Context: an optimization exercise on an open-source flow, tuned for small area, a short achievable clock period and few clock cycles. The choices shown serve that exercise and are no tape-out recipe.
Only simulation tests tie the RTL to the original design; equivalence was not proved.
Power and IR drop assume default switching activity.

==> run a: inputs <==
Design synth_voice_allocator, start of the top module:
module synth_voice_allocator (
    input  wire logic        i_clk,
    input  wire logic        i_rst_n,
    input  wire logic        i_in_valid,
    output logic             o_in_stall,
    input  wire logic [16:0] i_in_data,
    output logic             o_out_valid,
    input  wire logic        i_out_stall,
    output logic      [16:0] o_out_data,
    input  wire logic        psel,
    input  wire logic        penable,
    input  wire logic        pwrite,
    input  wire logic [3:0]  paddr,
    input  wire logic [31:0] pwdata,
    output logic      [31:0] prdata,
    output logic             pready
);
    localparam int K_PON  = 0;    
    localparam int K_POFF = 1;    
    localparam int K_ALL  = 2;    
    localparam int K_FIN  = 3;    
    localparam int K_MON  = 4;    
    localparam int K_MOFF = 5;    
    function automatic logic [5:0] f_kind(input logic [1:0] op, input logic mono);
        f_kind = '0;
        f_kind[K_PON]  = (op == 2'd0) && !mono;
        f_kind[K_POFF] = (op == 2'd1) && !mono;
        f_kind[K_ALL]  = (op == 2'd2);
        f_kind[K_FIN]  = (op == 2'd3);
        f_kind[K_MON]  = (op == 2'd0) && mono;
        f_kind[K_MOFF] = (op == 2'd1) && mono;
    endfunction
    function automatic logic [3:0] f_enc(input logic [15:0] oh);
        f_enc = '0;
        for (int i = 0; i < 16; i++) begin
            if (oh[i]) f_enc = f_enc | 4'(i);
        end
    endfunction
    function automatic logic [15:0] f_first(input logic [15:0] v);
        logic seen;
        seen = 1'b0;
        for (int i = 0; i < 16; i++) begin
  ...
make LEC_CHECK=0 CAP_MARGIN=20 CORE_MARGIN=2 CORE_UTILIZATION=60 CTS_CLUSTER_DIAMETER=50 CTS_CLUSTER_SIZE=36 SETUP_SLACK_MARGIN=5 SLEW_MARGIN=20 finish   # period 9.0 ns
run.sh (not shown) runs the stock make flow with config.mk's settings and CLKGATE_MAP_FILE= SYNTH_SCRIPT=/design/flow/synth_recipe.tcl, a recipe that flattens the netlist after the stock synthesis.
==> run b (differences from run a) <==
--- a/flow/design.v
+++ b/flow/design.v
@@ -15,11 +15,11 @@
 endpackage
 `default_nettype wire
 `default_nettype none
 module sva_stack #(
     parameter int N = 253,    
-    parameter int W = 38      
+    parameter int W = 49      
 ) (
     input  wire logic        i_clk,
     input  wire logic        i_rst_n,
     input  wire logic        i_go,       
     input  wire logic        i_push,     
@@ -27,13 +27,11 @@
     input  wire logic [10:0] i_key,
     output logic             o_done,     
     output logic             o_empty,    
     output logic      [10:0] o_top,      
     input  wire logic [10:0] i_nkey,     
-    output logic             o_top_eq,   
-    output logic             o_push_wait,  
-    output logic             o_rm_wait     
+    output logic             o_top_eq    
 );
     localparam logic [1:0] S_IDLE = 2'd0;
     localparam logic [1:0] S_WAIT = 2'd1;
     localparam logic [1:0] S_PASS = 2'd2;
     localparam logic [1:0] S_DONE = 2'd3;
@@ -49,10 +47,11 @@
     logic [8:0]   r_rn;
     logic         r_more;
     logic         r_primed;
     logic         r_spill;
     logic [1:0]   r_st;
+    logic [10:0]  r_last;
     logic [3:0]  surv;
     logic [10:0] cp [0:3];
     logic [2:0]  ccp;
     logic [3:0]  first_s, ceq_n;
     logic [1:0]  pos [0:3];
@@ -104,11 +103,11 @@
     assign full  = (r_cc == 3'd4) && (r_d == 8'(N - 1));
     assign at_d  = (r_ph == r_d);
     always_comb begin
         o_done  = 1'b0;
         o_empty = (r_cc == 3'd0) && (r_d == 8'd0);
-        o_top   = (r_cc != 3'd0) ? r_c[0] : r_c[3];
+        o_top   = (r_cc != 3'd0) ? r_c[0] : r_last;
         o_top_eq = (o_top == i_nkey);
         push_now = 1'b0;
         port    = r_q[N-1];
         case (r_st)
             S_IDLE: begin
@@ -130,36 +129,10 @@
             S_PASS: port = tap;
             S_DONE: o_done = 1'b1;
             default: ;
         endcase
     end
-    logic [2:0] cc_n;
-    logic [7:0] d_n;
-    always_comb begin
-        cc_n = r_cc;
-        d_n  = r_d;
-        case (r_st)
-            S_IDLE: begin
-                if (i_clear) begin
-                    cc_n = '0;
-                    d_n  = '0;
-                end else if (i_go && i_push) begin
-                    if (push_now && !full) begin
-                        if (r_cc != 3'd4) cc_n = r_cc + 3'd1;
-                        else              d_n  = r_d + 8'd1;
-                    end
-                end else if (i_go) begin
-                    cc_n = ccp;
-                end
-            end
-            S_WAIT: if (r_spill && at_d) d_n = r_d + 8'd1;
-            S_PASS: if (r_end) d_n = r_ph;
-            default: ;
-        endcase
-    end
-    assign o_push_wait = (cc_n == 3'd4) && (d_n != 8'(N - 1));
-    assign o_rm_wait   = (d_n != 8'd0);
     always_ff @(posedge i_clk) begin
         r_q[0] <= port;
         for (int i = 1; i < N; i++) r_q[i] <= r_q[i-1];
         r_fr <= {(r_q[N-1-W] == i_key), r_fr[W-1:1]};
         if (!i_rst_n) begin
@@ -167,27 +140,30 @@
             r_cc <= '0;
             r_d  <= '0;
             r_st <= S_IDLE;
         end else begin
             r_ph <= (r_ph == 8'(N - 1)) ? 8'd0 : r_ph + 8'd1;
-            r_cc <= cc_n;
-            r_d  <= d_n;
             case (r_st)
                 S_IDLE: begin
                     if (i_clear) begin
+                        r_cc <= '0;
+                        r_d  <= '0;
                     end else if (i_go && i_push) begin
                         if (push_now) begin
                             if (!full) begin
                                 r_c[0] <= i_key;
                                 for (int i = 1; i < 4; i++) r_c[i] <= r_c[i-1];
+                                if (r_cc != 3'd4) r_cc <= r_cc + 3'd1;
+                                else              r_d  <= r_d + 8'd1;
                             end
                         end else begin
                             r_spill <= 1'b1;
                             r_st    <= S_WAIT;
                         end
                     end else if (i_go) begin
                         for (int i = 0; i < 4; i++) r_c[i] <= cp[i];
+                        r_cc <= ccp;
                         if (r_d != 8'd0) begin
                             r_spill  <= 1'b0;
                             r_primed <= 1'b0;
                             r_st     <= S_WAIT;
                         end
@@ -196,10 +172,11 @@
                 S_WAIT: begin
                     if (r_spill) begin
                         if (at_d) begin
                             r_c[0] <= i_key;
                             for (int i = 1; i < 4; i++) r_c[i] <= r_c[i-1];
+                            r_d  <= r_d + 8'd1;
                             r_st <= S_DONE;
                         end
                     end else begin
                         if (r_ph == 8'(N - W - 1)) r_primed <= 1'b1;
                         if (r_primed && r_ph == 8'(N - 1)) begin
@@ -212,17 +189,18 @@
                         end
                     end
                 end
                 S_PASS: begin
                     if (!r_end) begin
-                        if (r_cc != 3'd4) r_c[3] <= tap;
+                        r_last <= tap;
                         if (r_cap) r_more <= 1'b1;
                         r_k    <= kn;
                         r_cap  <= capn;
                         r_end  <= endn;
                         r_rn   <= r_rn - 9'd1;
                     end else begin
+                        r_d <= r_ph;
                         if (r_more) begin
                             r_st <= S_WAIT;
                         end else begin
                             r_st <= S_DONE;
                         end
@@ -292,11 +270,12 @@
     endfunction
     logic        r_mono;
     logic [4:0]  r_limit;
     logic        r_dual;
     logic [31:0] r_prdata;
-    logic        r_stall;
+    logic        r_s_valid;
+    logic [16:0] r_s_data;
     logic        r_h_valid;
     logic [16:0] r_h_data;
     logic [5:0]  r_h_kind;
     logic [15:0] r_h_mask;    
     logic [15:0] r_snd;
@@ -315,11 +294,11 @@
     logic [15:0] m, first_m, free, first_free, lru, alloc, pon_v;
     logic [15:0] asrc, first_a;
     logic [10:0] akey;
     logic        s_done, s_empty;
     logic [10:0] s_top;
-    logic        s_top_eq, s_push_wait, s_rm_wait;
+    logic        s_top_eq;
     logic [10:0] n_key;
     assign hkey    = r_h_data[14:4];
     assign hvoice  = r_h_data[3:0];
     assign pend_nz = |r_pend;
     assign run     = !r_os_valid;                  
@@ -417,40 +396,30 @@
         .i_key   (hkey),
         .o_done  (s_done),
         .o_empty (s_empty),
         .o_top   (s_top),
         .i_nkey  (n_key),
-        .o_top_eq(s_top_eq),
-        .o_push_wait(s_push_wait),
-        .o_rm_wait(s_rm_wait)
+        .o_top_eq(s_top_eq)
     );
     logic        h_adv, accept, o_free, emit;
     logic [16:0] cmd_data;
     logic [16:0] n_data;
     logic        eq_h, eq_t0;
     assign h_adv    = !r_h_valid || (proc && c_done);
-    assign accept   = i_in_valid && !r_stall;
+    assign accept   = i_in_valid && !r_s_valid;
     assign o_free   = !r_o_valid || !i_out_stall;
     assign emit     = run && (pend_nz || r_h_valid) && c_cmd;
     assign cmd_data = {c_cv, c_act, c_key, c_last};
-    assign n_data   = i_in_data;
+    assign n_data   = r_s_valid ? r_s_data : i_in_data;
     assign n_key    = n_data[14:4];
     assign eq_h     = (hkey == n_key);
     assign eq_t0    = r_h_kind[K_MOFF] ? s_top_eq : eq_h;
-    logic [5:0]  n_kind;
-    logic        hv_n, os_n, pend_n, swait_n, stall_n;
-    assign n_kind  = f_kind(n_data[16:15], r_mono);
-    assign hv_n    = h_adv ? accept : r_h_valid;
-    assign os_n    = !o_free && (r_os_valid || emit);
-    assign pend_n  = (run && ld_pend && (pend_nz || r_h_valid)) ? (|n_pend) : pend_nz;
-    assign swait_n = h_adv ? ((n_kind[K_MON] && s_push_wait) || (n_kind[K_MOFF] && s_rm_wait))
-                           : (r_h_kind[K_MON] || r_h_kind[K_MOFF]);
-    assign stall_n = hv_n && (os_n || pend_n || swait_n);
     always_ff @(posedge i_clk) begin
+        if (!r_s_valid) r_s_data <= i_in_data;
         if (h_adv) begin
             r_h_data <= n_data;
-            r_h_kind <= n_kind;
+            r_h_kind <= f_kind(n_data[16:15], r_mono);
             r_h_mask <= f_mask(r_limit, r_dual);
         end
         if (psel && !penable) begin
             case (paddr[3:2])
                 2'd0:    r_prdata <= {31'd0, r_mono};
@@ -484,11 +453,11 @@
         end
         if (!i_rst_n) begin
             r_mono     <= 1'b0;
             r_limit    <= 5'd16;
             r_dual     <= 1'b0;
-            r_stall    <= 1'b0;
+            r_s_valid  <= 1'b0;
             r_h_valid  <= 1'b0;
             r_snd      <= '0;
             r_held     <= '0;
             r_pend     <= '0;
             r_o_valid  <= 1'b0;
@@ -500,12 +469,16 @@
                     2'd1:    r_limit <= pwdata[4:0];
                     2'd2:    r_dual  <= pwdata[0];
                     default: ;
                 endcase
             end
-            if (h_adv) r_h_valid <= accept;
-            r_stall <= stall_n;
+            if (h_adv) begin
+                r_h_valid <= r_s_valid || accept;
+                r_s_valid <= 1'b0;
+            end else if (accept) begin
+                r_s_valid <= 1'b1;
+            end
             if (run && ld_pend && (pend_nz || r_h_valid)) r_pend <= n_pend;
             if (proc) begin
                 for (int i = 0; i < 16; i++) begin
                     if (t_v[i]) begin
                         r_snd[i]  <= 1'b1;
@@ -524,11 +497,11 @@
             end else if (emit) begin
                 r_os_valid <= 1'b1;
             end
         end
     end
-    assign o_in_stall  = r_stall;
+    assign o_in_stall  = r_s_valid;
     assign o_out_valid = r_o_valid;
     assign o_out_data  = r_o_data;
     assign prdata      = r_prdata;
     assign pready      = 1'b1;
 endmodule
- ABC_CLOCK_PERIOD_IN_PS: not set -> 3000
- CTS_CLUSTER_DIAMETER: 50 -> 100
- CTS_CLUSTER_SIZE: 36 -> 26
==> comparison <==
- In run a the sequential share of layout area is lower than in run b, by 2.1 points.
- Run a went through all stages and came out clean. Run b went through all stages and came out clean.
- Worst setup slack: run a is better than run b (0.026 ns).
- Between run b and run a, the lower clock power is in run b (gap about 22%, measured against run a).
- Against run a, the synthesized cell count of run b is higher by about 1%.
- Between run a and run b, the lower first-iteration DRC count is in run b (gap 4.2%, measured against run b).
Testbench counts of run a, summed over its fixed seeds: cycles 3,128.
Testbench counts of run b, summed over its fixed seeds: cycles 3,128.

-- separate check: timing with driven ports --
In the flow no input, the clock included, has a driving cell. The finished layouts below were timed again as built, in two steps. Step 1 assumes that a clkbuf_16 drives the clock port and a buf_2 every other input. Step 2 moves the port delays by t, midway between the first and last clock arrival at a register: inputs arrive t later, outputs are due t later. That takes back most of the time a late clock gives input paths. Slacks: no drivers / after step 1 / after step 2; pairs: no drivers / after step 1.
run	t, ns	setup slack, ns	worst hold slack (ns)	worst register clock-pin slew, ns	worst slew at a driven data input, ns
run a	0.908	5.047 / 5.047 / 4.540	0.294 / 0.294 / 0.294	0.12 / 0.12	0.15
run b	0.905	5.021 / 5.048 / 4.177	0.303 / 0.303 / 0.303	0.11 / 0.11	0.11
After both steps every run listed still meets setup and hold. The setup slack of run b, which loses most, moves by +0.027 ns with the drivers and by -0.844 ns with both steps.
